Source: an optimization exercise on an open RTL-to-GDS flow (aim: small area). Production flows keep margins and buffers that such runs may drop.
Only simulation tests tie the RTL to the original design; equivalence was not proved.
Power and IR drop assume default switching activity.

==> flow/run.sh <==
#!/bin/bash
# synth_recipe.tcl (not shown) runs the flow's synth.tcl, then flattens the netlist and writes it again
# the make line also repeats each setting of config.mk as NAME=value (left out here)
make -C /OpenROAD-flow-scripts/flow DESIGN_CONFIG=/design/flow/config.mk WORK_HOME=/design/flow/orfs CLKGATE_MAP_FILE= SYNTH_SCRIPT=/design/flow/synth_recipe.tcl finish
==> flow/config.mk <==
export PLATFORM = sky130hd
export DESIGN_NAME = uart_rx
export DESIGN_NICKNAME = uart_rx
export VERILOG_FILES = /design/flow/design.v
export SDC_FILE = /design/flow/constraint.sdc
export NUM_CORES = 4
export LEC_CHECK = 0
export CAP_MARGIN = 20
export CORE_MARGIN = 2
export CORE_UTILIZATION = 50
export SLEW_MARGIN = 20
==> flow/constraint.sdc <==
create_clock -name core_clock -period 11.0 [get_ports {clk}]
set_input_delay 2.2000 -clock core_clock [delete_from_list [all_inputs] [get_ports {clk}]]
set_output_delay 2.2000 -clock core_clock [all_outputs]
set_load 0.01 [all_outputs]
==> flow/design.v <==
package serial_receiver_pkg;
    localparam int DATA_BITS = 8;
    localparam int CNT_W     = 9;
    typedef enum logic [4:0] {
        RX_IDLE        = 5'b00001,
        RX_START_CHECK = 5'b00010,
        RX_DATA        = 5'b00100,
        RX_STOP        = 5'b01000,
        RX_BREAK_WAIT  = 5'b10000
    } rx_state_e;
endpackage
module serial_receiver_fifo #(
    parameter int WIDTH = 8,
    parameter int DEPTH = 512
) (
    input  logic             clk,
    input  logic             srst,
    input  logic             wr_en,
    input  logic [WIDTH-1:0] din,
    input  logic             rd_en,
    output logic [WIDTH-1:0] dout,
    output logic             valid,
    output logic             empty,
    output logic             full,
    output logic [8:0]       data_count
);
    localparam int PW   = $clog2(DEPTH);       
    localparam int CW   = $clog2(DEPTH + 1);   
    localparam int NINS = 4;
    localparam int SEG  = DEPTH / NINS;        
    localparam int SW   = $clog2(SEG);         
    localparam int TSP  = 8;                   
    localparam int TW   = $clog2(TSP);         
    localparam int NTAP = DEPTH / TSP;         
    localparam int OBD  = 8;                   
    localparam int OW   = $clog2(OBD);         
    logic [WIDTH-1:0] ring_q [DEPTH];
    logic [CW-1:0]    count_q;
    logic [PW-1:0]    fp_q;      
    logic [PW-1:0]    cp_q;      
    logic             pend_q;
    logic [WIDTH-1:0] pbyte_q;
    logic [WIDTH-1:0] ob_q [OBD];
    logic [OW-1:0]    ob_rd_q, ob_wr_q;
    logic [OW:0]      ob_cnt_q;
    logic             do_wr, do_rd, ins, ring_any, pend_only, ob_room;
    logic             fetch, pmove, direct, push;
    logic [PW-1:0]    ins_pos;
    logic [WIDTH-1:0] tap_out, ob_in;
    assign valid      = count_q != '0;
    assign empty      = !valid;
    assign full       = count_q[CW-1];
    assign data_count = count_q[8:0];
    assign do_wr      = wr_en && !full;
    assign do_rd      = rd_en && valid;
    assign ring_any   = cp_q != fp_q;
    assign pend_only  = pend_q && (cp_q == fp_q + PW'(1));
    assign ob_room    = !ob_cnt_q[OW] || do_rd;
    assign fetch      = ring_any && !pend_only && (fp_q[TW-1:0] == '0) && ob_room;
    assign pmove      = pend_only && ob_room;
    assign direct     = do_wr && !ring_any && ob_room;
    assign push       = fetch || pmove || direct;
    assign ins_pos    = cp_q - PW'(2);
    assign ins        = pend_q && (ins_pos[SW-1:0] == '0);
    always_ff @(posedge clk) begin
        for (int i = 0; i < DEPTH; i++) begin
            if ((i % SEG) == 0 && ins && ins_pos[PW-1:SW] == (PW-SW)'(i / SEG))
                ring_q[i] <= pbyte_q;
            else
                ring_q[i] <= ring_q[(i + 1) % DEPTH];
        end
    end
    always_ff @(posedge clk) begin
        if (do_wr) pbyte_q <= din;
    end
    always_comb begin
        tap_out = '0;
        for (int j = 0; j < NTAP; j++)
            tap_out = tap_out | (ring_q[j*TSP] & {WIDTH{fp_q[PW-1:TW] == (PW-TW)'(j)}});
    end
    always_comb begin
        if (fetch)      ob_in = tap_out;
        else if (pmove) ob_in = pbyte_q;
        else            ob_in = din;
    end
    always_ff @(posedge clk) begin
        for (int i = 0; i < OBD; i++)
            if (push && ob_wr_q == OW'(i)) ob_q[i] <= ob_in;
    end
    always_ff @(posedge clk) begin
        if (srst) begin
            count_q  <= '0;
            fp_q     <= '0;
            cp_q     <= '0;
            pend_q   <= 1'b0;
            ob_rd_q  <= '0;
            ob_wr_q  <= '0;
            ob_cnt_q <= '0;
        end else begin
            count_q  <= count_q + CW'(do_wr) - CW'(do_rd);
            fp_q     <= fp_q - PW'(1) + PW'(push);
            cp_q     <= cp_q - PW'(1) + PW'(do_wr);
            if (do_wr && !direct)
                pend_q <= 1'b1;
            else if (ins || pmove)
                pend_q <= 1'b0;
            ob_rd_q  <= ob_rd_q + OW'(do_rd);
            ob_wr_q  <= ob_wr_q + OW'(push);
            ob_cnt_q <= ob_cnt_q + (OW+1)'(push) - (OW+1)'(do_rd);
        end
    end
    assign dout = ob_q[ob_rd_q];
endmodule
module serial_receiver #(
    parameter int CLK_IN = 0,
    parameter int BAUD   = 0,
    parameter int DEPTH  = 512
) (
    input  logic                 clk,
    input  logic                 srst,
    input  logic                 RX,
    input  logic                 rd_en,
    output logic [serial_receiver_pkg::DATA_BITS-1:0] dout,
    output logic                 valid,
    output logic                 empty,
    output logic [serial_receiver_pkg::CNT_W-1:0] data_count,
    output logic                 framing_err,
    output logic                 overrun_err
);
    serial_receiver_pkg::rx_state_e            state_q, state_d;
    logic                 rx_meta_q, rx_s_q;
    logic [3:0]           cnt_q, cnt_d;
    logic [2:0]           bit_pos_q, bit_pos_d;
    logic [serial_receiver_pkg::DATA_BITS-1:0] shift_q;
    logic                 wr_q, wr_d;
    logic                 ferr_q, ferr_d;
    logic                 oerr_q, oerr_d;
    logic                 fifo_full;
    logic                 tick, sample;
    assign tick   = cnt_q == 4'd15;
    assign sample = tick && state_q == serial_receiver_pkg::RX_DATA;
    always_ff @(posedge clk) begin
        if (sample) shift_q <= {rx_s_q, shift_q[7:1]};
    end
    always_ff @(posedge clk) begin
        if (srst) begin
            rx_meta_q <= 1'b1;
            rx_s_q    <= 1'b1;
            state_q   <= serial_receiver_pkg::RX_IDLE;
            cnt_q     <= '0;
            bit_pos_q <= '0;
            wr_q      <= 1'b0;
            ferr_q    <= 1'b0;
            oerr_q    <= 1'b0;
        end else begin
            rx_meta_q <= RX;
            rx_s_q    <= rx_meta_q;
            state_q   <= state_d;
            cnt_q     <= cnt_d;
            bit_pos_q <= bit_pos_d;
            wr_q      <= wr_d;
            ferr_q    <= ferr_d;
            oerr_q    <= oerr_d;
        end
    end
    always_comb begin
        state_d   = state_q;
        cnt_d     = (state_q == serial_receiver_pkg::RX_IDLE) ? 4'd7 : cnt_q + 4'd1;
        bit_pos_d = sample ? bit_pos_q + 3'd1 : bit_pos_q;
        wr_d      = 1'b0;
        ferr_d    = 1'b0;
        oerr_d    = 1'b0;
        case (state_q)
            serial_receiver_pkg::RX_IDLE:
                state_d = rx_s_q ? serial_receiver_pkg::RX_IDLE : serial_receiver_pkg::RX_START_CHECK;
            serial_receiver_pkg::RX_START_CHECK:
                if (tick) state_d = rx_s_q ? serial_receiver_pkg::RX_IDLE : serial_receiver_pkg::RX_DATA;
            serial_receiver_pkg::RX_DATA:
                if (tick && bit_pos_q == 3'd7) state_d = serial_receiver_pkg::RX_STOP;
            serial_receiver_pkg::RX_STOP: begin
                if (tick) begin
                    wr_d    = rx_s_q && !fifo_full;
                    oerr_d  = rx_s_q && fifo_full;
                    ferr_d  = !rx_s_q;
                    state_d = rx_s_q ? serial_receiver_pkg::RX_IDLE : serial_receiver_pkg::RX_BREAK_WAIT;
                end
            end
            serial_receiver_pkg::RX_BREAK_WAIT: state_d = rx_s_q ? serial_receiver_pkg::RX_IDLE : serial_receiver_pkg::RX_BREAK_WAIT;
            default:       state_d = serial_receiver_pkg::RX_IDLE;
        endcase
    end
    assign framing_err = ferr_q;
    assign overrun_err = oerr_q;
    serial_receiver_fifo #(
        .WIDTH (serial_receiver_pkg::DATA_BITS),
        .DEPTH (DEPTH)
    ) u_fifo (
        .clk        (clk),
        .srst       (srst),
        .wr_en      (wr_q),
        .din        (shift_q),
        .rd_en      (rd_en),
        .dout       (dout),
        .valid      (valid),
        .empty      (empty),
        .full       (fifo_full),
        .data_count (data_count)
    );
endmodule
module uart_rx (
    input  logic       clk,
    input  logic       srst,
    input  logic       rx,
    input  logic       rd_en,
    output logic [7:0] dout,
    output logic       valid,
    output logic       empty,
    output logic [8:0] data_count,
    output logic       framing_err,
    output logic       overrun_err
);
    serial_receiver #(
        .CLK_IN (16_000_000),
        .BAUD   (1_000_000),
        .DEPTH  (512)
    ) u_rx (
        .clk         (clk),
        .srst        (srst),
        .RX          (rx),
        .rd_en       (rd_en),
        .dout        (dout),
        .valid       (valid),
        .empty       (empty),
        .data_count  (data_count),
        .framing_err (framing_err),
        .overrun_err (overrun_err)
    );
endmodule
==> flow_summary.ini, run 1 <==
[floorplan]
coreArea_sq_um = 183700
die-area_sq_um = 188700
die_height_um = 434.4
io_pins = 25
row_count = 157
initial_core_util_pct = 50.43
die_x_um = 434.4

[critical_path]
cp.arrival_ns = 3.45
cp-start-kind = flop
crit_fanout = 34
worstPathRequired_ns = 8.80
crit_type = flop to primary output
r2r_setup_slack_ns = 6.15
cp-end-kind = primary output

[pwr]
p_seq_share_pct = 52.0
ir_drop_uv = 168.6
powerDensity_nw_per_um2 = 274.2
internal_power_mw = 23.82
p_comb_share_pct = 3.4
clkPwrFrac_pct = 44.5
leakage_nw = 43.59
swShare_pct = 20.42
p_sw_mw = 6.112

[synth]
synthAdderAreaFrac_pct = 0.4755
synth_fp_nets = 5321
synth-xor-area-share_pct = 0.3580
syn_inst = 5283
seq_area_frac_synth_pct = 92.33
synth-compound-area-share_pct = 2.750
synthMuxAreaShare_pct = 0.6106
ys_warn_count = 4
ys_ff_latch = 4232
syn_avg_cell_area_sq_um = 17.53
ys.flop_type = dfxtp_1
synth_top_family_by_area = compound AO/OA/AOI/OAI gates
synth-async-reset-ratio_pct = 0
synth_cell_types = 72
netlist_area_sq_um = 92620
synth_edf_count = 80
yosys.area_share.simple_pct = 2.731

[clock_network]
clk_pin_slew_ns = 0.06
cts_htree_levels = 5
cts_buffer_depth = 4
cts_tree = done
clock_latency_ns = 0.95
clock-sinks = 4232
cts-root-buf = clkbuf_16
holdBufCountCts = 0
cts_setup_buffers = 0
cts_made_buffers = 382
cts.repair.resized = 0

[sta]
layout_setup_ws_ns = 5.350
worst_pin_slew_ns = 1.128
tns_ns = 0
setup-violations-final = 0
slew_headroom_pct = 24.83
hold_viol = 0
fmax_mhz = 177.0
rsz0062_at_grt = false
fin_crit_ns = 5.650
drv_slew = 0
period_share_pct = 51.36
fin_skew_ns = 0.06677

[layout]
final_cell_mix = dfxtp_1, clkbuf_16, a22oi_1, a32oi_1, clkbuf_8
multiInputGateArea_sq_um = 6603
drive_above_1_share_pct = 13.08
final_nets = 5674
layout_commonest_cell = dfxtp_1
area_growth_pct = 17.87
instances_no_fill = 8413
regArea_sq_um = 85520
n_fill_cell = 13390

[global_routing]
grt_max_degree = 56
grt_pass1_vias = 37160
gr-total-overflow = 0
grt_first_pass_wirelength_um = 250000
antenna_found_initial = 37
grt_use_total_pct = 18.60

[drt]
ant_nets = 0
wl_per_cell_um = 20.88
vias_per_cell = 4.608
vias = 38770
drt-total-wl_um = 175700
first_pass_iters = 7
drc = 0
drtIter0Drc = 3288

[placed_design]
placed_cells = 7716
io_buffers = 24
gp_congestion = 0.8476
dp_hpwl_um = 113500
dp_slack_ns = 5.404

[run_status]
status = no timing/DRC/antenna violations

[run]
drv_cap = 0

[worst_hold_path]
min_path_type = flop to flop
## cell usage after synthesis (4+ instances only)
master	instances	area share (%)
ha_1	32	0.43
o22ai_1	5	0.034
and2_0	13	0.088
buf_2	8	0.043
and4b_1	5	0.054
nor4bb_1	7	0.076
nor4b_1	6	0.057
o21ai_0	12	0.065
nand3_1	42	0.23
or2_2	4	0.027
clkbuf_1	105	0.43
a22oi_1	102	0.83
nor4_1	24	0.16
buf_4	5	0.041
nand2_1	32	0.13
a32oi_1	94	0.89
dfxtp_1	4152	90
nand2b_1	7	0.047
xor2_1	13	0.12
buf_6	4	0.049
mux2i_1	10	0.11
xnor2_1	23	0.22
a221o_1	8	0.086
a2111oi_0	26	0.25
and2_1	32	0.22
or3_1	10	0.068
a31oi_1	14	0.095
buf_1	7	0.028
nor2b_1	20	0.14
edfxtp_1	80	2.6
and3_1	83	0.56
nor3b_1	4	0.032
a21oi_1	45	0.24
nor3_1	14	0.076
nand4_1	43	0.29
nor2_1	61	0.25
mux2_2	36	0.44
inv_1	38	0.15
## flip-flops by register name, indices dropped and copies added (netlist names)
name	cells
u_rx.u_fifo.ob_rd_q	3
u_rx.u_fifo.cp_q	9
u_rx.oerr_q	1
u_rx.state_q	5
u_rx.u_fifo.ob_cnt_q	4
u_rx.bit_pos_q	3
u_rx.rx_s_q	1
u_rx.wr_q	1
u_rx.u_fifo.fp_q	9
u_rx.rx_meta_q	1
u_rx.shift_q	8
u_rx.ferr_q	1
u_rx.u_fifo.ob_wr_q	3
u_rx.u_fifo.ring_q	4096
u_rx.u_fifo.ob_q	64
u_rx.u_fifo.pend_q	1
u_rx.u_fifo.pbyte_q	8
u_rx.u_fifo.count_q	10
u_rx.cnt_q	4
## routing by layer
metal  wire length (um)  GRT usage [%]  vias to the layer above
met5                 23              0                        -
li1                   -              -                    18160
met2              72330          26.54                     1395
met1              82810          26.55                    18730
met3              12840          4.826                      481
met4               7665          8.595                        4
## path summary, 6_finish.rpt
kind	from	to	cells past startpoint
setup / recovery	u_rx.u_fifo.ob_rd_q[1]$_SDFF_PP0_	dout[6]	7
hold / removal	u_rx.u_fifo.ring_q[198][2]$_DFF_P_	u_rx.u_fifo.ring_q[197][2]$_DFF_P_	0
setup reg to reg	u_rx.u_fifo.fp_q[6]$_SDFF_PP0_	u_rx.u_fifo.ob_q[7][6]$_DFFE_PP_	8
hold reg to reg	u_rx.u_fifo.ring_q[198][2]$_DFF_P_	u_rx.u_fifo.ring_q[197][2]$_DFF_P_	0
## critical path: stages (launching register included)
cell and delay, ns:
dfxtp_1 1.03, mux2i_1 0.30, nor2_1 0.06, a31oi_1 0.17, a21oi_1 0.12, a221oi_1 0.27
nor2_1 0.09, clkdlybuf4s50_1 0.48
## power by group through the flow
stage | clock, mW | combinational (mW) | sequential, mW
floorplan | 0 | 0.635 | 15.9
global route | 14.2 | 1.09 | 15.6
global placement | 0 | 0.991 | 15.9
finish | 13.3 | 1.02 | 15.6
CTS | 13.6 | 1.01 | 15.6
detailed placement | 0 | 1.00 | 15.9
## layout make-up
| type | instances | area share (%) |
|---|---|---|
| diodes | 18 | 0.04126 |
| clock inverters | 147 | 1.709 |
| well taps | 2464 | 2.824 |
| clock buffers | 532 | 10.19 |
| flip-flops and latches | 4232 | 78.33 |
| inverters | 38 | 0.1306 |
| repair buffers | 98 | 0.7243 |
| multi-input cells | 884 | 6.048 |
## logic make-up (layout without fill, tap and decap cells)
logic type | after synthesis | after routing
flops | 4232 | 4232
xor+xnor | 37 | 37
mux | 49 | 49
fa+ha+maj | 34 | 34
compound gates | 335 | 335
other cells | 0 | 18
buf+inv | 167 | 815
simple gates | 429 | 429
## metrics by stage
stage / total power, mW / cell area [sq um] / util [%] / hold slack (ns)
finish: 29.93 / 109200 / 59.44 / 0.2711
CTS: 30.17 / 109100 / 59.41 / 0.2654
floorplan: 16.49 / 92620 / - / 0.3096
detailed placement: 16.92 / 96130 / 52.34 / 0.3121
global placement: 16.91 / 96130 / 52.34 / 0.3095
global route: 30.89 / 109100 / 59.42 / 0.2679
==> run 2, diff against run 1 <==
--- a/flow/config.mk
+++ b/flow/config.mk
@@ -8,4 +8,7 @@
 export CAP_MARGIN = 20
 export CORE_MARGIN = 2
 export CORE_UTILIZATION = 50
+export CTS_BUF_LIST = sky130_fd_sc_hd__clkbuf_8
+export CTS_CLUSTER_DIAMETER = 60
+export CTS_CLUSTER_SIZE = 16
 export SLEW_MARGIN = 20
==> run 2 against run 1 <==
Flip-flop and latch count did not move. Critical endpoint unchanged. Count of clock-buffer cells in the layout fell by 206. Synthesized cell count did not move. First-iteration DRC count fell by 6.2%. Setup slack got worse by 0.11 ns. Largest cell class unchanged. Critical path depth did not move. Highest routed layer unchanged. Register-to-register slack improved by 0.04 ns. Combinational power barely moved. Via count fell by 3.2%.
==> flow_summary.ini, run 2 <==
[pwr]
powerDensity_nw_per_um2 = 234.9
ir_drop_uv = 142.7
leakage_nw = 39.67

[placed_design]
io_buffers = 24
dp_slack_ns = 5.404
dp_hpwl_um = 113500
gp_congestion = 0.8476

[run]
drv_cap = 0

[synth]
synth-async-reset-ratio_pct = 0
netlist_area_sq_um = 92620
ys_ff_latch = 4232
synth.most_common_cell = dfxtp_1
synth_top_area_cell = dfxtp_1
seq_area_frac_synth_pct = 92.33
synth_edf_count = 80
synth_fp_nets = 5321
synth_cell_types = 72
syn_avg_cell_area_sq_um = 17.53
syn_inst = 5283
ys.flop_type = dfxtp_1
ys_warn_count = 4
synth.area.top_cells = dfxtp_1, edfxtp_1, a32oi_1
synth_top_area_share_pct = 89.74
netlist_top_cells_count = dfxtp_1, clkbuf_1, a22oi_1, a32oi_1, and3_1

[sta]
worst_pin_slew_ns = 1.178
fin_skew_ns = 0.05412
rsz0062_at_grt = false
tns_ns = 0
slew_headroom_pct = 21.49
fmax_mhz = 173.6
layout_setup_ws_ns = 5.240
setup-violations-final = 0
hold_viol = 0
fin_crit_ns = 5.760
period_share_pct = 52.36
drv_slew = 0

[layout]
layout_commonest_cell = dfxtp_1
final_cell_mix = dfxtp_1, clkbuf_8, a22oi_1, a32oi_1, and3_1
multiInputGateArea_sq_um = 6603
reg_top3 = u_rx.u_fifo.ring_q x4096, u_rx.u_fifo.ob_q x64, u_rx.u_fifo.count_q x10
n_fill_cell = 14360
largest-register = u_rx.u_fifo.ring_q
largest_reg_flops = 4096
final_nets = 5613
area_growth_pct = 9.048
utilization_pct = 54.99
drive_above_1_share_pct = 8.979
regArea_sq_um = 85520

[global_routing]
gr-total-overflow = 0
grt_max_degree = 56
grt_first_pass_wirelength_um = 241700
grt_use_total_pct = 18.09
antenna_found_initial = 39
grt_pass1_vias = 35620

[floorplan]
die_height_um = 434.4
row_count = 157
initial_core_util_pct = 50.43
die-area_sq_um = 188700
io_pins = 25
die_x_um = 434.4
coreArea_sq_um = 183700

[drt]
drc = 0
vias_per_cell = 4.639
wl_per_cell_um = 21.07
drtIter0Drc = 3084
ant_nets = 0
drt-total-wl_um = 170500
vias = 37540
first_pass_iters = 6

[critical_path]
cp-start-kind = flop
cp.arrival_ns = 3.56
worstPathRequired_ns = 8.80
crit_fanout = 34
cp-end-kind = primary output
crit_type = flop to primary output

[clock_network]
cts.repair.resized = 0
clk_pin_slew_ns = 0.10
clock-sinks = 4232
cts_made_buffers = 321
holdBufCountCts = 0
cts_buffer_depth = 4
cts_tree = done
cts_setup_buffers = 0
cts_htree_levels = 5
cts-root-buf = clkbuf_8
clock_latency_ns = 1.05

[run_status]
status = no timing/DRC/antenna violations

[worst_hold_path]
min_path_type = flop to flop
## run 2: cell counts after synthesis
Identical to the previous run, type by type.
## run 2: worst max-delay path, stage by stage, from the launching register on
cell	delay, ns
dfxtp_1	1.02
mux2i_1	0.29
nor2_1	0.06
a31oi_1	0.17
a21oi_1	0.12
a221oi_1	0.27
nor2_1	0.09
clkdlybuf4s50_1	0.48
## run 2: path summary, 6_finish.rpt
path / startpoint / end / slack, ns / cells past startpoint
worst max-delay path: u_rx.u_fifo.ob_rd_q[1]$_SDFF_PP0_ / dout[6] / 5.24 / 7
worst max register to register: u_rx.u_fifo.fp_q[6]$_SDFF_PP0_ / u_rx.u_fifo.ob_q[3][6]$_DFFE_PP_ / 6.19 / 8
worst min register to register: u_rx.u_fifo.ring_q[431][6]$_DFF_P_ / u_rx.u_fifo.ring_q[430][6]$_DFF_P_ / 0.29 / 0
worst min-delay path: u_rx.u_fifo.ring_q[431][6]$_DFF_P_ / u_rx.u_fifo.ring_q[430][6]$_DFF_P_ / 0.29 / 0
## run 2: final cells by class
cell class	count	share of cell area [%]
clock buffers	326	4.442
clock inverters	35	0.3345
well taps	2464	3.052
multi-input cells	884	6.537
diodes	15	0.03716
flip-flops and latches	4232	84.67
inverters	38	0.1412
repair buffers	98	0.7829
## run 2: where the power goes
part	switching, mW	internal [mW]
registers	0.105	15.5
logic	0.646	0.374
clock network	4.37	2.78
## run 2: stage by stage
stage	cell area [sq um]	hold WS (ns)	cells	power [mW]
floorplan	92620	0.3096	5283	16.49
global placement	96130	0.3095	7716	16.91
detailed placement	96130	0.3121	7716	16.92
CTS	101000	0.2745	8077	23.96
global route	101000	0.2733	8078	24.64
finish	101000	0.2877	8092	23.73
## run 2: kinds of logic (layout without fill, tap and decap cells)
kind of cell             Yosys count  after routing  synth area share, %
AO/OA/AOI/OAI                    335            335                2.750
XOR/XNOR                          37             37               0.3580
adder cells (fa/ha/maj)           34             34               0.4755
buffers and inverters            167            497               0.7403
flip-flops                      4232           4232                92.33
multiplexers                      49             49               0.6106
other                              0             15                    0
AND/OR/NAND/NOR                  429            429                2.731
## run 2: per-layer routing
metal / vias to the layer above / GRT usage (%) / share of wire, %
met3: 469 / 4.943 / 7.8
met1: 18040 / 26.19 / 47
met2: 1329 / 25.24 / 40
li1: 17700 / - / -
met4: 4 / 8.271 / 4.5
met5: - / 0 / 0.019
==> run 3, diff against run 2 <==
--- a/flow/config.mk
+++ b/flow/config.mk
@@ -9,6 +9,6 @@
 export CORE_MARGIN = 2
 export CORE_UTILIZATION = 50
 export CTS_BUF_LIST = sky130_fd_sc_hd__clkbuf_8
-export CTS_CLUSTER_DIAMETER = 60
-export CTS_CLUSTER_SIZE = 16
+export CTS_CLUSTER_DIAMETER = 50
+export CTS_CLUSTER_SIZE = 20
 export SLEW_MARGIN = 20
==> run 3 against run 2 <==
Setup slack improved by 0.011 ns. First-iteration DRC count up 5.2%. Critical path type unchanged. Critical endpoint unchanged. Sequential power is essentially flat. Global-route usage decreased by 0.098 points. Combinational power about the same. Non-clock buffer count unchanged. Synthesized area is the same. Flip-flop and latch count unchanged. Highest routed layer unchanged. Largest power group unchanged. Wire length shrank 0.37%. Clock power about the same.
==> flow_summary.ini, run 3 <==
[layout]
drive_above_1_share_pct = 8.994
n_fill_cell = 14340
reg_top3 = u_rx.u_fifo.ring_q x4096, u_rx.u_fifo.ob_q x64, u_rx.u_fifo.count_q x10
utilization_pct = 54.99
largest-register = u_rx.u_fifo.ring_q
largest_reg_flops = 4096
layout_commonest_cell = dfxtp_1
final_nets = 5574
area_growth_pct = 9.051
final_cell_mix = dfxtp_1, clkbuf_8, a22oi_1, a32oi_1, and3_1
instances_no_fill = 8090
fin_area_sq_um = 101000

[critical_path]
path_cells = mux2i_1, nor2_1, a31oi_1, a21oi_1, a221oi_1, nor2_1, clkdlybuf4s50_1
crit_type = flop to primary output
cp-end-kind = primary output
cpMaxStageDelayCell = dfxtp_1
cp-start-kind = flop
worstPathRequired_ns = 8.80
cp.arrival_ns = 3.55
cpMostUsedCell = nor2_1
crit_fanout = 34
slowest_delay_ns = 1.04

[synth]
netlist_top_cells_count = dfxtp_1, clkbuf_1, a22oi_1, a32oi_1, and3_1
ys_warn_count = 4
syn_inst = 5283
seq_area_frac_synth_pct = 92.33
synth_top_area_cell = dfxtp_1
synth.area.top_cells = dfxtp_1, edfxtp_1, a32oi_1
netlist_area_sq_um = 92620
synth_edf_count = 80
ys.flop_type = dfxtp_1
synth-async-reset-ratio_pct = 0
synth_cell_types = 72
ys_ff_latch = 4232
synth_top_area_share_pct = 89.74
synth_fp_nets = 5321
synth.most_common_cell = dfxtp_1
syn_avg_cell_area_sq_um = 17.53

[sta]
worst_pin_slew_ns = 1.181
hold_slack_ns = 0.2668
setup-violations-final = 0
fmax_mhz = 173.9
rsz0062_at_grt = false
tns_ns = 0
fin_skew_ns = 0.08053
drv_slew = 0
slew_headroom_pct = 21.27
hold_viol = 0
period_share_pct = 52.26
fin_crit_ns = 5.749

[run_status]
status = no timing/DRC/antenna violations

[pwr]
ir_drop_uv = 125.3
leakage_nw = 39.66
powerDensity_nw_per_um2 = 235.0

[placed_design]
placed_cells = 7716
dp_hpwl_um = 113500
postPlaceCellArea_sq_um = 96130
gp_congestion = 0.8476
io_buffers = 24

[floorplan]
die_x_um = 434.4
die_height_um = 434.4
die-area_sq_um = 188700
coreArea_sq_um = 183700
initial_core_util_pct = 50.43
row_count = 157
io_pins = 25

[drt]
first_pass_iters = 6
drc = 0
vias_per_cell = 4.635
vias = 37500
drtIter0Drc = 3245
ant_nets = 0
drt-total-wl_um = 169900
wl_per_cell_um = 21.00

[clock_network]
holdBufCountCts = 0
cts_tree = done
cts_htree_levels = 5
cts_buffer_depth = 4
clock-sinks = 4232
clk_pin_slew_ns = 0.11
clock_latency_ns = 1.03
cts_setup_buffers = 0
cts-root-buf = clkbuf_8
cts_made_buffers = 282
cts.repair.resized = 0

[global_routing]
grt_pass1_vias = 35310
grt_use_total_pct = 17.99
grt_max_degree = 56
grt_first_pass_wirelength_um = 240300
gr-total-overflow = 0
antenna_found_initial = 40

[run]
drv_cap = 0

[worst_hold_path]
min_path_type = flop to flop
run 3: stage by stage:
| stage | worst slack, ns | power, mW |
|---|---|---|
| after global routing | 4.878 | 24.63 |
| after CTS | 5.130 | 23.96 |
| after detailed placement | 5.404 | 16.92 |
| after floorplan | 6.242 | 16.49 |
| after global placement | 5.430 | 16.91 |
| final | 5.251 | 23.74 |
run 3: worst max-delay path, delay by kind of cell (launching register included):
family                 cells  cell delay [ns]
AOI/OAI and AO/OA          3             0.56
buffers and inverters      1             0.48
DFF                        1             1.04
muxes                      1             0.30
and+or+nand+nor            2             0.15
run 3: layout make-up:
class | instances | area (sq um) | area share [%]
antenna | 11 | 27.53 | 0.02725
clock buffer | 294 | 4046 | 4.006
clock inverter | 69 | 790.8 | 0.7829
inverter | 38 | 142.6 | 0.1412
multi-input combinational | 884 | 6603 | 6.537
sequential | 4232 | 85520 | 84.67
tap | 2464 | 3083 | 3.052
timing repair buffer | 98 | 790.8 | 0.7829
run 3: power by group:
part,internal [mW],switching [mW],leakage [nW]
clock,2.72,4.43,2.51
sequential,15.5,0.104,34.2
combinational,0.374,0.647,2.99
total,18.6,5.19,39.7
run 3: path summary, 6_finish.rpt:
check	from	end	slack, ns	cells past startpoint
worst max-delay path	u_rx.u_fifo.ob_rd_q[1]$_SDFF_PP0_	dout[6]	5.25	7
worst min-delay path	u_rx.u_fifo.ring_q[57][0]$_DFF_P_	u_rx.u_fifo.ring_q[56][0]$_DFF_P_	0.27	0
worst max register to register	u_rx.u_fifo.fp_q[6]$_SDFF_PP0_	u_rx.u_fifo.ob_q[1][6]$_DFFE_PP_	6.14	8
worst min register to register	u_rx.u_fifo.ring_q[57][0]$_DFF_P_	u_rx.u_fifo.ring_q[56][0]$_DFF_P_	0.27	0
run 3: metal layers:
metal	track usage [%]	routed length, um
met5	0	19
met1	26.30	81180
met4	7.923	7311
met2	25.27	68480
met3	4.497	12880
run 3: kinds of logic after synthesis:
kind of cell	count (synthesis)	share of synthesized area [%]
flops	4232	92.33
compound gates	335	2.750
buf+inv	167	0.7403
mux	49	0.6106
xor+xnor	37	0.3580
fa+ha+maj	34	0.4755
simple gates	429	2.731
==> run 4, diff against run 3 <==
--- a/flow/config.mk
+++ b/flow/config.mk
@@ -8,7 +8,7 @@
 export CAP_MARGIN = 20
 export CORE_MARGIN = 2
 export CORE_UTILIZATION = 50
-export CTS_BUF_LIST = sky130_fd_sc_hd__clkbuf_8
-export CTS_CLUSTER_DIAMETER = 50
-export CTS_CLUSTER_SIZE = 20
+export CTS_BUF_LIST = sky130_fd_sc_hd__clkbuf_16
+export CTS_CLUSTER_DIAMETER = 80
+export CTS_CLUSTER_SIZE = 28
 export SLEW_MARGIN = 20
==> run 4 against run 3 <==
Clock skew fell by 0.047 ns. Synthesized area did not move. Sequential power barely moved. Worst hold slack improved by 0.035 ns. Fmax rose by 3.3%. Cell count fell by 1.8%. Utilization barely moved. Largest cell class unchanged. Largest power group unchanged. Highest routed layer unchanged.
==> flow_summary.ini, run 4 <==
[run_status]
status = no timing/DRC/antenna violations

[critical_path]
worstPathRequired_ns = 8.80
cp-startpoint = u_rx.u_fifo.ob_rd_q[1]$_SDFF_PP0_
r2r-start = u_rx.u_fifo.fp_q[6]$_SDFF_PP0_
worstReg2RegEnd = u_rx.u_fifo.ob_q[3][6]$_DFFE_PP_
cp-start-kind = flop
crit_type = flop to primary output
timing.critical_path.to = dout[6]
r2r_setup_slack_ns = 6.11
cp-end-kind = primary output
crit_fanout = 34
worst-r2r-cell-count = 8
cp.arrival_ns = 3.36

[worst_hold_path]
min_path_type = flop to flop

[drt]
drc = 0
drt-total-wl_um = 168400
vias = 36830
vias_per_cell = 4.637
drtIter0Drc = 3123
ant_nets = 0
wl_per_cell_um = 21.20
first_pass_iters = 7

[sta]
fmax_mhz = 179.8
period_share_pct = 50.57
tns_ns = 0
fin_skew_ns = 0.03383
setup-violations-final = 0
drv_slew = 0
slew_headroom_pct = 24.29
fin_crit_ns = 5.563
rsz0062_at_grt = false
hold_viol = 0
worst_pin_slew_ns = 1.136

[synth]
syn_avg_cell_area_sq_um = 17.53
synth_fp_nets = 5321
seq_area_frac_synth_pct = 92.33
synth_top_area_share_pct = 89.74
synth_cell_types = 72
synth-async-reset-ratio_pct = 0
synth_edf_count = 80
ys_ff_latch = 4232
syn_inst = 5283
synth.most_common_cell = dfxtp_1
netlist_area_sq_um = 92620
ys_warn_count = 4
synth_top_area_cell = dfxtp_1
ys.flop_type = dfxtp_1
netlist_top_cells_count = dfxtp_1, clkbuf_1, a22oi_1, a32oi_1, and3_1
synth.area.top_cells = dfxtp_1, edfxtp_1, a32oi_1

[clock_network]
clock_latency_ns = 0.85
cts_htree_levels = 4
cts_tree = done
cts.repair.resized = 0
cts_made_buffers = 173
cts_setup_buffers = 0
holdBufCountCts = 0
clock-sinks = 4232
cts_buffer_depth = 3
clk_pin_slew_ns = 0.09
cts-root-buf = clkbuf_16

[global_routing]
grt_use_total_pct = 17.80
grt_max_degree = 56
gr-total-overflow = 0
grt_pass1_vias = 34230
grt_first_pass_wirelength_um = 237400
antenna_found_initial = 36

[floorplan]
row_count = 157
io_pins = 25
die_x_um = 434.4
die-area_sq_um = 188700
coreArea_sq_um = 183700
initial_core_util_pct = 50.43
die_height_um = 434.4

[pwr]
leakage_nw = 39.53
powerDensity_nw_per_um2 = 236.5
swShare_pct = 21.24
internal_power_mw = 18.82
p_comb_share_pct = 4.3
ir_drop_uv = 147.9
p_seq_share_pct = 65.1
p_sw_mw = 5.074
clkPwrFrac_pct = 30.6

[layout]
fin_area_sq_um = 101000
drive_above_1_share_pct = 6.468
reg_top3 = u_rx.u_fifo.ring_q x4096, u_rx.u_fifo.ob_q x64, u_rx.u_fifo.count_q x10
layout_commonest_cell = dfxtp_1
final_cell_mix = dfxtp_1, clkbuf_16, a22oi_1, a32oi_1, and3_1
largest-register = u_rx.u_fifo.ring_q
area_growth_pct = 9.057
final_nets = 5465
utilization_pct = 55.00
largest_reg_flops = 4096

[placed_design]
gp_congestion = 0.8476
dp_hpwl_um = 113500
io_buffers = 24
postPlaceCellArea_sq_um = 96130

[run]
drv_cap = 0
==> run 4: cell count changes in the layout (fill, tap and decap cells not counted), sizes merged <==
cell,previous run,this run
clkinv,23,10
diode,11,21
inv,68,54
clkbuf,294,179
bufinv,8,0
clkinvlp,8,1
==> run 4: kinds of logic (layout without fill, tap and decap cells) <==
kind of cell / Yosys count / in the layout / synth area share (%)
flops: 4232 / 4232 / 92.33
simple gates: 429 / 429 / 2.731
compound gates: 335 / 335 / 2.750
buf+inv: 167 / 342 / 0.7403
mux: 49 / 49 / 0.6106
xor+xnor: 37 / 37 / 0.3580
fa+ha+maj: 34 / 34 / 0.4755
other cells: 0 / 21 / 0
==> run 4: worst max-delay path, stage by stage, from the launching register on <==
cell and delay, ns:
dfxtp_1 1.04, mux2i_1 0.29, nor2_1 0.06, a31oi_1 0.17, a21oi_1 0.12, a221oi_1 0.27
nor2_1 0.09, clkdlybuf4s50_1 0.48
==> run 4: power groups by stage <==
stage | combinational (mW) | clock, mW | sequential [mW]
after global placement | 0.991 | 0 | 15.9
after global routing | 1.09 | 8.02 | 15.6
after CTS | 1.01 | 7.49 | 15.6
after detailed placement | 1.00 | 0 | 15.9
final | 1.02 | 7.30 | 15.6
after floorplan | 0.635 | 0 | 15.9
==> run 4: worst min-delay path by stage <==
stage	startpoint	end	slack, ns	cells after the start
2_1_floorplan	u_rx.u_fifo.ring_q[101][0]$_DFF_P_	u_rx.u_fifo.ring_q[100][0]$_DFF_P_	0.31	0
3_3_place_gp	u_rx.u_fifo.ring_q[21][7]$_DFF_P_	u_rx.u_fifo.ring_q[20][7]$_DFF_P_	0.31	0
3_5_place_dp	u_rx.u_fifo.ring_q[164][3]$_DFF_P_	u_rx.u_fifo.ring_q[163][3]$_DFF_P_	0.31	0
4_1_cts	u_rx.u_fifo.ring_q[357][0]$_DFF_P_	u_rx.u_fifo.ring_q[356][0]$_DFF_P_	0.30	0
5_1_grt	u_rx.u_fifo.ring_q[357][0]$_DFF_P_	u_rx.u_fifo.ring_q[356][0]$_DFF_P_	0.30	0
6_report	u_rx.u_fifo.ring_q[357][0]$_DFF_P_	u_rx.u_fifo.ring_q[356][0]$_DFF_P_	0.30	0
==> run 4: area by class of cell <==
cell class | instances | area, sq um
Multi-Input combinational cell | 884 | 6603
Clock buffer | 179 | 4479
Clock inverter | 27 | 337.8
Inverter | 38 | 142.6
Antenna cell | 21 | 52.55
Sequential cell | 4232 | 85520
Fill cell | 14220 | 82660
Tap cell | 2464 | 3083
Timing Repair Buffer | 98 | 790.8
==> run 4: metrics by stage <==
| step | cells | power, mW | worst slack, ns | hold slack, ns |
|---|---|---|---|---|
| 2_1_floorplan | 5283 | 16.49 | 6.242 | 0.3096 |
| 3_3_place_gp | 7716 | 16.91 | 5.430 | 0.3095 |
| 3_5_place_dp | 7716 | 16.92 | 5.404 | 0.3121 |
| 4_1_cts | 7922 | 24.06 | 5.358 | 0.2997 |
| 5_1_grt | 7922 | 24.70 | 5.101 | 0.2965 |
| 6_report | 7943 | 23.89 | 5.437 | 0.3022 |
==> run 4: routing by layer <==
layer	GRT usage [%]	wire length, um	up-vias
li1	-	-	17430
met4	7.058	6901	2
met1	26.49	81770	17800
met2	25.43	68240	1196
met3	3.670	11470	400
met5	0	13	-
==> run 5, diff against run 4 <==
--- a/flow/design.v
+++ b/flow/design.v
@@ -26,15 +26,15 @@
 );
     localparam int PW   = $clog2(DEPTH);       
     localparam int CW   = $clog2(DEPTH + 1);   
-    localparam int NINS = 4;
-    localparam int SEG  = DEPTH / NINS;        
-    localparam int SW   = $clog2(SEG);         
+    localparam int OBD  = 8;                   
+    localparam int OW   = $clog2(OBD);         
+    localparam int RS   = DEPTH - OBD;         
     localparam int TSP  = 8;                   
     localparam int TW   = $clog2(TSP);         
-    localparam int NTAP = DEPTH / TSP;         
-    localparam int OBD  = 8;                   
-    localparam int OW   = $clog2(OBD);         
-    logic [WIDTH-1:0] ring_q [DEPTH];
+    localparam int NTAP = RS / TSP;            
+    localparam int NINS = 7;
+    localparam int SEG  = RS / NINS;           
+    logic [WIDTH-1:0] ring_q [RS];
     logic [CW-1:0]    count_q;
     logic [PW-1:0]    fp_q;      
     logic [PW-1:0]    cp_q;      
@@ -53,21 +53,25 @@
     assign data_count = count_q[8:0];
     assign do_wr      = wr_en && !full;
     assign do_rd      = rd_en && valid;
-    assign ring_any   = cp_q != fp_q;
-    assign pend_only  = pend_q && (cp_q == fp_q + PW'(1));
+    assign ring_any   = count_q != CW'(ob_cnt_q);
+    assign pend_only  = pend_q && (count_q == CW'(ob_cnt_q) + CW'(1));
     assign ob_room    = !ob_cnt_q[OW] || do_rd;
     assign fetch      = ring_any && !pend_only && (fp_q[TW-1:0] == '0) && ob_room;
     assign pmove      = pend_only && ob_room;
     assign direct     = do_wr && !ring_any && ob_room;
     assign push       = fetch || pmove || direct;
-    assign ins_pos    = cp_q - PW'(2);
-    assign ins        = pend_q && (ins_pos[SW-1:0] == '0);
-    always_ff @(posedge clk) begin
-        for (int i = 0; i < DEPTH; i++) begin
-            if ((i % SEG) == 0 && ins && ins_pos[PW-1:SW] == (PW-SW)'(i / SEG))
+    assign ins_pos    = (cp_q < PW'(2)) ? cp_q + PW'(RS - 2) : cp_q - PW'(2);
+    always_comb begin
+        ins = 1'b0;
+        for (int k = 0; k < NINS; k++)
+            if (ins_pos == PW'(k * SEG + SEG - 1)) ins = pend_q;
+    end
+    always_ff @(posedge clk) begin
+        for (int i = 0; i < RS; i++) begin
+            if ((i % SEG) == SEG - 1 && pend_q && ins_pos == PW'(i))
                 ring_q[i] <= pbyte_q;
             else
-                ring_q[i] <= ring_q[(i + 1) % DEPTH];
+                ring_q[i] <= ring_q[(i + 1) % RS];
         end
     end
     always_ff @(posedge clk) begin
@@ -98,8 +102,8 @@
             ob_cnt_q <= '0;
         end else begin
             count_q  <= count_q + CW'(do_wr) - CW'(do_rd);
-            fp_q     <= fp_q - PW'(1) + PW'(push);
-            cp_q     <= cp_q - PW'(1) + PW'(do_wr);
+            if (!push) fp_q <= (fp_q == '0) ? PW'(RS - 1) : fp_q - PW'(1);
+            if (!do_wr) cp_q <= (cp_q == '0) ? PW'(RS - 1) : cp_q - PW'(1);
             if (do_wr && !direct)
                 pend_q <= 1'b1;
             else if (ins || pmove)
--- a/flow/config.mk
+++ b/flow/config.mk
@@ -8,7 +8,7 @@
 export CAP_MARGIN = 20
 export CORE_MARGIN = 2
 export CORE_UTILIZATION = 50
-export CTS_BUF_LIST = sky130_fd_sc_hd__clkbuf_16
-export CTS_CLUSTER_DIAMETER = 80
-export CTS_CLUSTER_SIZE = 28
+export CTS_BUF_LIST = sky130_fd_sc_hd__clkbuf_8
+export CTS_CLUSTER_DIAMETER = 60
+export CTS_CLUSTER_SIZE = 16
 export SLEW_MARGIN = 20
==> run 5 against run 4 <==
Cell count is 0.25% lower. First-iteration DRC count is 14% higher. Critical path type unchanged. Fmax is 1.0% higher. Synthesized cell count is 1.5% lower. Critical endpoint is now dout[0]. Critical path depth is 1 lower. Still clean on timing, DRC and antenna. Largest power group unchanged. Clock power is 5.2% lower. Count of clock-buffer cells in the layout is 142 higher. Synthesized area is 1.3% lower. Setup slack better by 0.057 ns.
==> flow_summary.ini, run 5 <==
[run_status]
status = no timing/DRC/antenna violations

[clock_network]
cts_htree_levels = 5
cts_tree = done
clock_latency_ns = 1.03
cts.repair.resized = 0
cts_buffer_depth = 4
cts-root-buf = clkbuf_8
cts_made_buffers = 315
cts_setup_buffers = 0
clk_pin_slew_ns = 0.10
clock-sinks = 4168
holdBufCountCts = 0

[synth]
netlist_top_cells_count = dfxtp_1, a22oi_1, edfxtp_1, nor2_1, clkbuf_1
synth_top_area_share_pct = 89.52
ys_warn_count = 4
synth_cell_types = 75
synth_top_area_cell = dfxtp_1
seq_area_frac_synth_pct = 92.15
syn_avg_cell_area_sq_um = 17.57
syn_inst = 5202
synth.most_common_cell = dfxtp_1
synth_fp_nets = 5242
synth.area.top_cells = dfxtp_1, edfxtp_1, a22oi_1
synth_edf_count = 80
netlist_area_sq_um = 91420
ys_ff_latch = 4168
synth-async-reset-ratio_pct = 0
ys.flop_type = dfxtp_1

[sta]
fin_skew_ns = 0.06466
fmax_mhz = 181.6
hold_viol = 0
worst_pin_slew_ns = 1.317
slew_headroom_pct = 12.19
fin_crit_ns = 5.506
drv_slew = 0
rsz0062_at_grt = false
tns_ns = 0
hold_slack_ns = 0.2761
setup-violations-final = 0
period_share_pct = 50.06

[drt]
wl_per_cell_um = 21.81
vias = 37440
routed-wl-met3_um = 14070
ant_nets = 0
dr_wl_met2_um = 68870
drc = 0
drt-total-wl_um = 172800
vias_per_cell = 4.725
drtIter0Drc = 3549
wl_met1_um = 81260
first_pass_iters = 6
highest-signal-layer = met5

[floorplan]
die_height_um = 431.6
io_pins = 25
row_count = 156
coreArea_sq_um = 181100
initial_core_util_pct = 50.47
die-area_sq_um = 186300
die_x_um = 431.6

[worst_hold_path]
worstHoldStart = u_rx.u_fifo.ring_q[154][1]$_DFF_P_
min_path_type = flop to flop

[global_routing]
grt_use_total_pct = 18.53
grt_max_degree = 57
grt_pass1_vias = 35710
grt_first_pass_wirelength_um = 244100
gr-total-overflow = 0
antenna_found_initial = 28

[pwr]
ir_drop_uv = 128.7
p_sw_mw = 5.205
p_comb_share_pct = 5.2
p_seq_share_pct = 65.4
internal_power_mw = 18.30
swShare_pct = 22.14
powerDensity_nw_per_um2 = 236.3
leakage_nw = 39.02
clkPwrFrac_pct = 29.4

[critical_path]
slowest_delay_ns = 0.99
cpMostUsedCell = o21ai_0
cpMaxStageDelayCell = dfxtp_1
crit_fanout = 24
cp-start-kind = flop
path_cells = o21ai_0, nand2_1, o21ai_0, a221oi_1, nor2_1, clkdlybuf4s50_1
worstPathRequired_ns = 8.80
cp.arrival_ns = 3.31
r2r-start = u_rx.u_fifo.fp_q[7]$_SDFFE_PP0N_
cp-end-kind = primary output
crit_type = flop to primary output
cp-startpoint = u_rx.u_fifo.ob_rd_q[2]$_SDFF_PP0_

[layout]
drive_above_1_share_pct = 9.291
layout_commonest_cell = dfxtp_1
final_cell_mix = dfxtp_1, clkbuf_8, a22oi_1, edfxtp_1, nor2_1
utilization_pct = 54.90
largest_reg_flops = 4032
area_growth_pct = 8.785
reg_top3 = u_rx.u_fifo.ring_q x4032, u_rx.u_fifo.ob_q x64, u_rx.u_fifo.count_q x10
n_fill_cell = 14250
largest-register = u_rx.u_fifo.ring_q
final_nets = 5551

[placed_design]
io_buffers = 24
dp_hpwl_um = 112600
gp_congestion = 0.8690

[run]
drv_cap = 0
run 5: path summary, 6_finish.rpt:
check / end / slack (ns) / cells after the start
setup / recovery: dout[0] / 5.49 / 6
hold / removal: u_rx.u_fifo.ring_q[153][1]$_DFF_P_ / 0.28 / 0
setup reg to reg: u_rx.u_fifo.ob_q[7][1]$_DFFE_PP_ / 6.07 / 8
hold reg to reg: u_rx.u_fifo.ring_q[153][1]$_DFF_P_ / 0.28 / 0
run 5: cells by family (layout without fill, tap and decap cells):
kind of cell	Yosys count	in the layout	synth area share, %
mux	82	82	1.099
other cells	0	10	0
flops	4168	4168	92.15
buf+inv	135	476	0.6132
simple gates	420	420	2.565
compound gates	327	327	2.739
xor+xnor	34	34	0.3257
fa+ha+maj	36	36	0.5091
run 5: stage by stage:
stage | cell area (sq um) | power, mW | cells | setup slack (ns)
after floorplan | 91420 | 16.40 | 5202 | 6.671
after global placement | 94810 | 16.87 | 7564 | 5.752
after detailed placement | 94820 | 16.90 | 7564 | 5.786
after CTS | 99420 | 23.72 | 7913 | 5.341
after global routing | 99430 | 24.42 | 7916 | 5.124
final | 99450 | 23.50 | 7923 | 5.494
run 5: layout make-up:
type / count / area [sq um] / share of cell area [%]
flip-flops and latches: 4168 / 84240 / 84.71
multi-input cells: 899 / 6740 / 6.778
clock buffers: 321 / 4418 / 4.442
well taps: 2370 / 2965 / 2.982
repair buffers: 90 / 733.2 / 0.7373
clock inverters: 28 / 187.7 / 0.1887
inverters: 37 / 138.9 / 0.1397
diodes: 10 / 25.02 / 0.02516
run 5: power groups by stage:
stage / Sequential, mW / Clock (mW) / Combinational (mW)
6_report: 15.4 / 6.92 / 1.22
2_1_floorplan: 15.6 / 0 / 0.767
5_1_grt: 15.4 / 7.74 / 1.29
3_5_place_dp: 15.7 / 0 / 1.18
4_1_cts: 15.4 / 7.17 / 1.19
3_3_place_gp: 15.7 / 0 / 1.16
run 5: per-layer routing:
layer,global-route usage (%),vias to the layer above
met5,0,-
met4,9.257,2
met2,25.61,1390
met1,26.88,18050
li1,-,17470
met3,4.846,521
run 5: worst max-delay path: cells and delay by family (launching register included):
| kind | cells | cell delay [ns] |
|---|---|---|
| buffers and inverters | 1 | 0.49 |
| AND/OR/NAND/NOR | 2 | 0.19 |
| AO/OA/AOI/OAI | 3 | 0.61 |
| flip-flops | 1 | 0.99 |
==> run 6, diff against run 5 <==
--- a/flow/design.v
+++ b/flow/design.v
@@ -32,12 +32,12 @@
     localparam int TSP  = 8;                   
     localparam int TW   = $clog2(TSP);         
     localparam int NTAP = RS / TSP;            
-    localparam int NINS = 7;
-    localparam int SEG  = RS / NINS;           
+    localparam int NINS = 4;
+    localparam int SEG  = 128;                 
     logic [WIDTH-1:0] ring_q [RS];
     logic [CW-1:0]    count_q;
     logic [PW-1:0]    fp_q;      
-    logic [PW-1:0]    cp_q;      
+    logic [PW-1:0]    ip_q;      
     logic             pend_q;
     logic [WIDTH-1:0] pbyte_q;
     logic [WIDTH-1:0] ob_q [OBD];
@@ -45,7 +45,6 @@
     logic [OW:0]      ob_cnt_q;
     logic             do_wr, do_rd, ins, ring_any, pend_only, ob_room;
     logic             fetch, pmove, direct, push;
-    logic [PW-1:0]    ins_pos;
     logic [WIDTH-1:0] tap_out, ob_in;
     assign valid      = count_q != '0;
     assign empty      = !valid;
@@ -60,15 +59,14 @@
     assign pmove      = pend_only && ob_room;
     assign direct     = do_wr && !ring_any && ob_room;
     assign push       = fetch || pmove || direct;
-    assign ins_pos    = (cp_q < PW'(2)) ? cp_q + PW'(RS - 2) : cp_q - PW'(2);
     always_comb begin
         ins = 1'b0;
         for (int k = 0; k < NINS; k++)
-            if (ins_pos == PW'(k * SEG + SEG - 1)) ins = pend_q;
+            if (ip_q == PW'(k * SEG + TSP - 1)) ins = pend_q;
     end
     always_ff @(posedge clk) begin
         for (int i = 0; i < RS; i++) begin
-            if ((i % SEG) == SEG - 1 && pend_q && ins_pos == PW'(i))
+            if ((i % SEG) == TSP - 1 && pend_q && ip_q == PW'(i))
                 ring_q[i] <= pbyte_q;
             else
                 ring_q[i] <= ring_q[(i + 1) % RS];
@@ -95,7 +93,7 @@
         if (srst) begin
             count_q  <= '0;
             fp_q     <= '0;
-            cp_q     <= '0;
+            ip_q     <= PW'(RS - 2);
             pend_q   <= 1'b0;
             ob_rd_q  <= '0;
             ob_wr_q  <= '0;
@@ -103,7 +101,7 @@
         end else begin
             count_q  <= count_q + CW'(do_wr) - CW'(do_rd);
             if (!push) fp_q <= (fp_q == '0) ? PW'(RS - 1) : fp_q - PW'(1);
-            if (!do_wr) cp_q <= (cp_q == '0) ? PW'(RS - 1) : cp_q - PW'(1);
+            if (!do_wr) ip_q <= (ip_q == '0) ? PW'(RS - 1) : ip_q - PW'(1);
             if (do_wr && !direct)
                 pend_q <= 1'b1;
             else if (ins || pmove)
==> run 6 against run 5 <==
Synthesized area fell by 0.46%. Clock power increased by 1%. Worst hold slack got worse by 0.0053 ns. Combinational power is 5% higher. Count of clock-buffer cells in the layout increased by 2. Cell count about the same. Critical path type unchanged.
==> flow_summary.ini, run 6 <==
[run_status]
status = no timing/DRC/antenna violations

[pwr]
powerDensity_nw_per_um2 = 237.3
ir_drop_uv = 171.0
finalPower_mw = 23.58
leakage_nw = 38.98

[critical_path]
crit_type = flop to primary output
cpMaxStageDelayCell = dfxtp_1
crit_fanout = 22
cp.arrival_ns = 3.69
cp-end-kind = primary output
worstPathRequired_ns = 8.80
slowest_delay_ns = 0.93
cp-start-kind = flop
path_cells = inv_1, nor2_1, a22o_1, a22oi_1, a21oi_1, clkdlybuf4s50_1

[global_routing]
grt_use_total_pct = 18.36
gr-total-overflow = 0
antenna_found_initial = 22
grt_max_degree = 49
grt_first_pass_wirelength_um = 241700
grt_pass1_vias = 35270

[layout]
regArea_sq_um = 84240
layout_commonest_cell = dfxtp_1
largest-register = u_rx.u_fifo.ring_q
reg_top3 = u_rx.u_fifo.ring_q x4032, u_rx.u_fifo.ob_q x64, u_rx.u_fifo.count_q x10
drive_above_1_share_pct = 9.508
fin_area_sq_um = 99350
multiInputGateArea_sq_um = 6424
final_nets = 5538
final_cell_mix = dfxtp_1, clkbuf_8, a22oi_1, nor2_1, buf_4
largest_reg_flops = 4032
n_fill_cell = 14210
area_growth_pct = 9.174

[synth]
synth.most_common_cell = dfxtp_1
yosys.area_share.simple_pct = 2.735
syn_inst = 5149
synth_top_family_by_area = compound AO/OA/AOI/OAI gates
synth.area.top_cells = dfxtp_1, edfxtp_1, a22oi_1
seq_area_frac_synth_pct = 92.58
synth-xor-area-share_pct = 0.2502
synth-async-reset-ratio_pct = 0
ys.flop_type = dfxtp_1
ys_warn_count = 4
synth_fp_nets = 5187
synth-compound-area-share_pct = 2.823
netlist_area_sq_um = 91000
synth_top_area_share_pct = 89.94
syn_avg_cell_area_sq_um = 17.67
synth_edf_count = 80
synthAdderAreaFrac_pct = 0.4840
synthMuxAreaShare_pct = 0.5569
ys_ff_latch = 4168
synth_cell_types = 75
netlist_top_cells_count = dfxtp_1, a22oi_1, nor2_1, edfxtp_1, and3_1
synth_top_area_cell = dfxtp_1

[floorplan]
row_count = 156
coreArea_sq_um = 180700
io_pins = 25
die-area_sq_um = 185400
die_x_um = 430.6
die_height_um = 430.6
initial_core_util_pct = 50.35

[clock_network]
cts_htree_levels = 5
cts_buffer_depth = 4
cts_made_buffers = 315
holdBufCountCts = 0
clock-sinks = 4168
clk_pin_slew_ns = 0.09
cts-root-buf = clkbuf_8
cts.repair.resized = 0
clock_latency_ns = 1.01
cts_setup_buffers = 0
cts_tree = done

[drt]
first_pass_iters = 6
drc = 0
drt-total-wl_um = 171700
vias_per_cell = 4.709
drtIter0Drc = 3382
ant_nets = 0
vias = 37330
wl_per_cell_um = 21.66

[placed_design]
io_buffers = 24
postPlaceCellArea_sq_um = 94600
dp_hpwl_um = 114900
dp_slack_ns = 5.827
gp_congestion = 0.8683

[sta]
fmax_mhz = 169.8
hold_viol = 0
tns_ns = 0
period_share_pct = 53.55
worst_pin_slew_ns = 1.108
drv_slew = 0
slew_headroom_pct = 25.85
rsz0062_at_grt = false
setup-violations-final = 0
fin_skew_ns = 0.06374
fin_crit_ns = 5.890
layout_setup_ws_ns = 5.110

[worst_hold_path]
min_path_type = flop to flop

[run]
drv_cap = 0
-- run 6: cell count changes after synthesis, sizes merged, moves of 14 or more --
cell	before	now
and2	36	18
nand2	67	40
o22ai	0	14
mux2	67	35
nor2	73	110
and3	19	57
clkbuf	69	47
-- run 6: logic make-up (layout without fill, tap and decap cells) --
kind of cell	after synthesis	after routing
fa+ha+maj	34	34
compound gates	332	332
other cells	0	25
flops	4168	4168
buf+inv	106	489
xor+xnor	26	26
simple gates	438	438
mux	45	45
-- run 6: per-stage QoR --
step | utilization, % | hold slack [ns] | std cells
floorplan | - | 0.3096 | 5149
global placement | 52.33 | 0.3095 | 7553
detailed placement | 52.34 | 0.3121 | 7553
CTS | 54.92 | 0.2695 | 7902
global route | 54.94 | 0.2778 | 7906
finish | 54.96 | 0.2707 | 7927
-- run 6: worst paths after layout --
check | end | start | slack (ns) | depth (start not counted)
setup reg to reg | u_rx.u_fifo.ob_q[0][0]$_DFFE_PP_ | u_rx.u_fifo.fp_q[8]$_SDFFE_PP0N_ | 6.47 | 8
setup / recovery | dout[3] | u_rx.u_fifo.ob_rd_q[1]$_SDFF_PP0_ | 5.11 | 6
hold reg to reg | u_rx.u_fifo.ring_q[221][0]$_DFF_P_ | u_rx.u_fifo.ring_q[222][0]$_DFF_P_ | 0.27 | 0
hold / removal | u_rx.u_fifo.ring_q[221][0]$_DFF_P_ | u_rx.u_fifo.ring_q[222][0]$_DFF_P_ | 0.27 | 0
-- run 6: per-layer routing --
metal / vias up / track usage [%] / wire length [um]
met5: - / 0 / 12
met4: 2 / 8.634 / 8054
met1: 18100 / 26.83 / 82320
li1: 17450 / - / -
met2: 1301 / 25.79 / 69820
met3: 477 / 4.312 / 11530
-- run 6: cell type report --
class / instances / share of cell area, %
diodes: 25 / 0.06297
clock buffers: 323 / 4.475
clock inverters: 26 / 0.2204
inverters: 32 / 0.1234
multi-input cells: 875 / 6.466
flip-flops and latches: 4168 / 84.80
well taps: 2370 / 2.985
repair buffers: 108 / 0.8715
-- run 6: power by group --
part	internal (mW)	switching (mW)	total, mW
Sequential	15.2	0.0720	15.3
Combinational	0.396	0.879	1.28
Clock	2.70	4.29	6.99
Total	18.3	5.24	23.6
-- run 6: worst max-delay path, delay by kind of cell (launching register included) --
family | cells | cell delay, ns
AND/OR/NAND/NOR | 1 | 0.33
buffers and inverters | 2 | 0.98
flip-flops | 1 | 0.93
AO/OA/AOI/OAI | 3 | 0.45
==> run 7, diff against run 6 <==
--- a/flow/config.mk
+++ b/flow/config.mk
@@ -7,8 +7,8 @@
 export LEC_CHECK = 0
 export CAP_MARGIN = 20
 export CORE_MARGIN = 2
-export CORE_UTILIZATION = 50
+export CORE_UTILIZATION = 70
 export CTS_BUF_LIST = sky130_fd_sc_hd__clkbuf_8
-export CTS_CLUSTER_DIAMETER = 60
-export CTS_CLUSTER_SIZE = 16
+export CTS_CLUSTER_DIAMETER = 45
+export CTS_CLUSTER_SIZE = 18
 export SLEW_MARGIN = 20
==> run 7 against run 6 <==
Still clean. Clock power decreased by 3.0%. Register-to-register slack got worse by 0.21 ns. Sequential share of layout area increased by 0.91 points. Via count decreased by 0.30%. Non-clock buffer count increased by 2. Wire length about the same. Global-route usage increased by 7.6 points. Utilization increased by 21 points. Fmax increased by 7.6%.
==> flow_summary.ini, run 7 <==
[run_status]
status = no timing/DRC/antenna violations

[floorplan]
row_count = 132
die-area_sq_um = 132900
initial_core_util_pct = 70.37
io_pins = 25
coreArea_sq_um = 129300
die_x_um = 364.6
die_height_um = 364.6

[synth]
synth-xor-area-share_pct = 0.2502
netlist_top_cells_count = dfxtp_1, a22oi_1, nor2_1, edfxtp_1, and3_1
ys_ff_latch = 4168
synth.area.top_cells = dfxtp_1, edfxtp_1, a22oi_1
ys_warn_count = 4
synthAdderAreaFrac_pct = 0.4840
synth.most_common_cell = dfxtp_1
netlist_area_sq_um = 91000
synth-compound-area-share_pct = 2.823
synth_top_family_by_area = compound AO/OA/AOI/OAI gates
synth_top_area_cell = dfxtp_1
synth_top_area_share_pct = 89.94
synth-async-reset-ratio_pct = 0
yosys.area_share.simple_pct = 2.735
syn_inst = 5149
synth_fp_nets = 5187
synthMuxAreaShare_pct = 0.5569
synth_cell_types = 75
ys.flop_type = dfxtp_1
synth_edf_count = 80
syn_avg_cell_area_sq_um = 17.67
seq_area_frac_synth_pct = 92.58

[clock_network]
clock_latency_ns = 1.01
cts_buffer_depth = 4
cts_tree = done
cts_htree_levels = 5
clk_pin_slew_ns = 0.10
clock-sinks = 4168
cts-root-buf = clkbuf_8
cts_made_buffers = 289
cts.repair.resized = 0
holdBufCountCts = 0
cts_setup_buffers = 0

[pwr]
leakage_nw = 38.87
clkPwrFrac_pct = 29.1
ir_drop_uv = 168.6
swShare_pct = 21.97
internal_power_mw = 18.20
p_comb_share_pct = 5.1
p_seq_share_pct = 65.8
powerDensity_nw_per_um2 = 237.2
p_sw_mw = 5.122

[placed_design]
postPlaceCellArea_sq_um = 93820
gp_congestion = 0.9277
dp_hpwl_um = 117800
io_buffers = 24

[critical_path]
cp-startpoint = u_rx.u_fifo.ob_rd_q[0]$_SDFF_PP0_
crit_fanout = 20
crit_type = flop to primary output
cp-end-kind = primary output
cp-start-kind = flop
cp.arrival_ns = 3.27
worstPathRequired_ns = 8.80
r2r-start = u_rx.u_fifo.fp_q[7]$_SDFFE_PP0N_

[global_routing]
gr-total-overflow = 0
antenna_found_initial = 30
grt_first_pass_wirelength_um = 240500
grt_pass1_vias = 35720
grt_use_total_pct = 25.95
grt_max_degree = 49

[layout]
reg_top3 = u_rx.u_fifo.ring_q x4032, u_rx.u_fifo.ob_q x64, u_rx.u_fifo.count_q x10
largest-register = u_rx.u_fifo.ring_q
final_nets = 5514
drive_above_1_share_pct = 9.295
n_fill_cell = 7493
area_growth_pct = 8.020
largest_reg_flops = 4032
fin_area_sq_um = 98300
layout_commonest_cell = dfxtp_1
final_cell_mix = dfxtp_1, clkbuf_8, a22oi_1, nor2_1, buf_4

[run]
drv_cap = 0

[worst_hold_path]
worstHoldStart = u_rx.u_fifo.ring_q[446][4]$_DFF_P_
min_path_type = flop to flop

[sta]
tns_ns = 0
worst_pin_slew_ns = 1.150
hold_viol = 0
setup-violations-final = 0
rsz0062_at_grt = false
fmax_mhz = 182.7
fin_crit_ns = 5.473
fin_skew_ns = 0.04392
period_share_pct = 49.75
slew_headroom_pct = 22.73
hold_slack_ns = 0.2939
drv_slew = 0

[drt]
drt-total-wl_um = 171700
vias = 37220
first_pass_iters = 9
ant_nets = 0
vias_per_cell = 5.116
drtIter0Drc = 4041
drc = 0
wl_per_cell_um = 23.60
==> run 7: power by group through the flow <==
stage / clock (mW) / combinational (mW) / sequential (mW)
2_1_floorplan: 0 / 0.691 / 15.6
3_3_place_gp: 0 / 1.15 / 15.7
3_5_place_dp: 0 / 1.17 / 15.7
4_1_cts: 6.93 / 1.17 / 15.3
5_1_grt: 7.47 / 1.26 / 15.4
6_report: 6.78 / 1.20 / 15.3
==> run 7: layout make-up <==
class	instances	area, sq um	share of cell area, %
sequential	4168	84240	85.70
multi-input combinational	875	6404	6.515
clock buffer	301	4143	4.215
tap	1742	2180	2.217
timing repair buffer	110	880.8	0.8961
clock inverter	33	290.3	0.2953
inverter	32	122.6	0.1247
antenna	13	32.53	0.03310
==> run 7: worst max-delay path: stages (launching register included) <==
cell and delay, ns:
dfxtp_1 0.31, buf_4 0.20, inv_1 0.24, nor2_1 0.15
a22o_1 0.26, a221oi_1 0.47, nor2_1 0.11, clkdlybuf4s50_1 0.51
==> run 7: worst paths after layout <==
path                                        endpoint  slack [ns]  depth (start not counted)
setup / recovery                             dout[7]        5.53                          7
hold / removal    u_rx.u_fifo.ring_q[445][4]$_DFF_P_        0.29                          0
setup reg to reg    u_rx.u_fifo.ob_q[2][6]$_DFFE_PP_        6.26                          8
hold reg to reg   u_rx.u_fifo.ring_q[445][4]$_DFF_P_        0.29                          0
==> run 7: metrics by stage <==
| stage | total power [mW] | setup slack (ns) | cells | utilization, % |
|---|---|---|---|---|
| floorplan | 16.33 | 6.720 | 5149 | - |
| global placement | 16.84 | 5.760 | 6927 | 72.55 |
| detailed placement | 16.86 | 5.710 | 6927 | 72.55 |
| CTS | 23.44 | 5.322 | 7261 | 75.98 |
| global route | 24.09 | 5.364 | 7265 | 75.99 |
| finish | 23.32 | 5.527 | 7274 | 76.01 |
==> run 7: metal layers <==
layer	track usage (%)	vias to the layer above	share of wire [%]
li1	-	17370	-
met1	37.33	17740	46
met2	36.99	1538	41
met3	6.636	562	8.2
met4	12.64	4	5.4
met5	0.2905	-	0.040
==> run 7: cells by family (layout without fill, tap and decap cells) <==
family          after synthesis  in the layout
flops                      4168           4168
simple gates                438            438
compound gates              332            332
buf+inv                     106            476
mux                          45             45
fa+ha+maj                    34             34
xor+xnor                     26             26
other cells                   0             13

[static timing again, ports no longer ideal]
The results above use ideal ports. As a check the final layouts listed here were re-extracted and re-timed, cells and wires unchanged. Step 1: set_driving_cell puts a clkbuf_16 on clk and a buf_2 on each other input, an assumption about the parent block. Step 2 times the ports against the registers' clock, not the clock port: input delays grow and output delays shrink by t, the midpoint of the rising clock arrivals with the driver on. Three values: ideal ports, drivers, drivers and shift; two values: the first two.
run	t (ns)	slack for setup (ns)	pins driven straight from the clock port
run 1	0.986	5.350 / 5.272 / 5.352	1
run 2	1.102	5.240 / 5.165 / 5.420	1
run 3	1.075	5.251 / 5.175 / 5.360	1
run 4	0.903	5.437 / 5.356 / 5.354	1
run 5	1.085	5.494 / 5.413 / 5.782	1
run 6	1.069	5.110 / 5.032 / 5.839	1
run 7	1.069	5.527 / 5.452 / 5.690	1
After both steps every run listed still meets setup and hold. The setup slack of run 4, which loses most, moves by -0.081 ns with the drivers and by -0.083 ns with both steps.
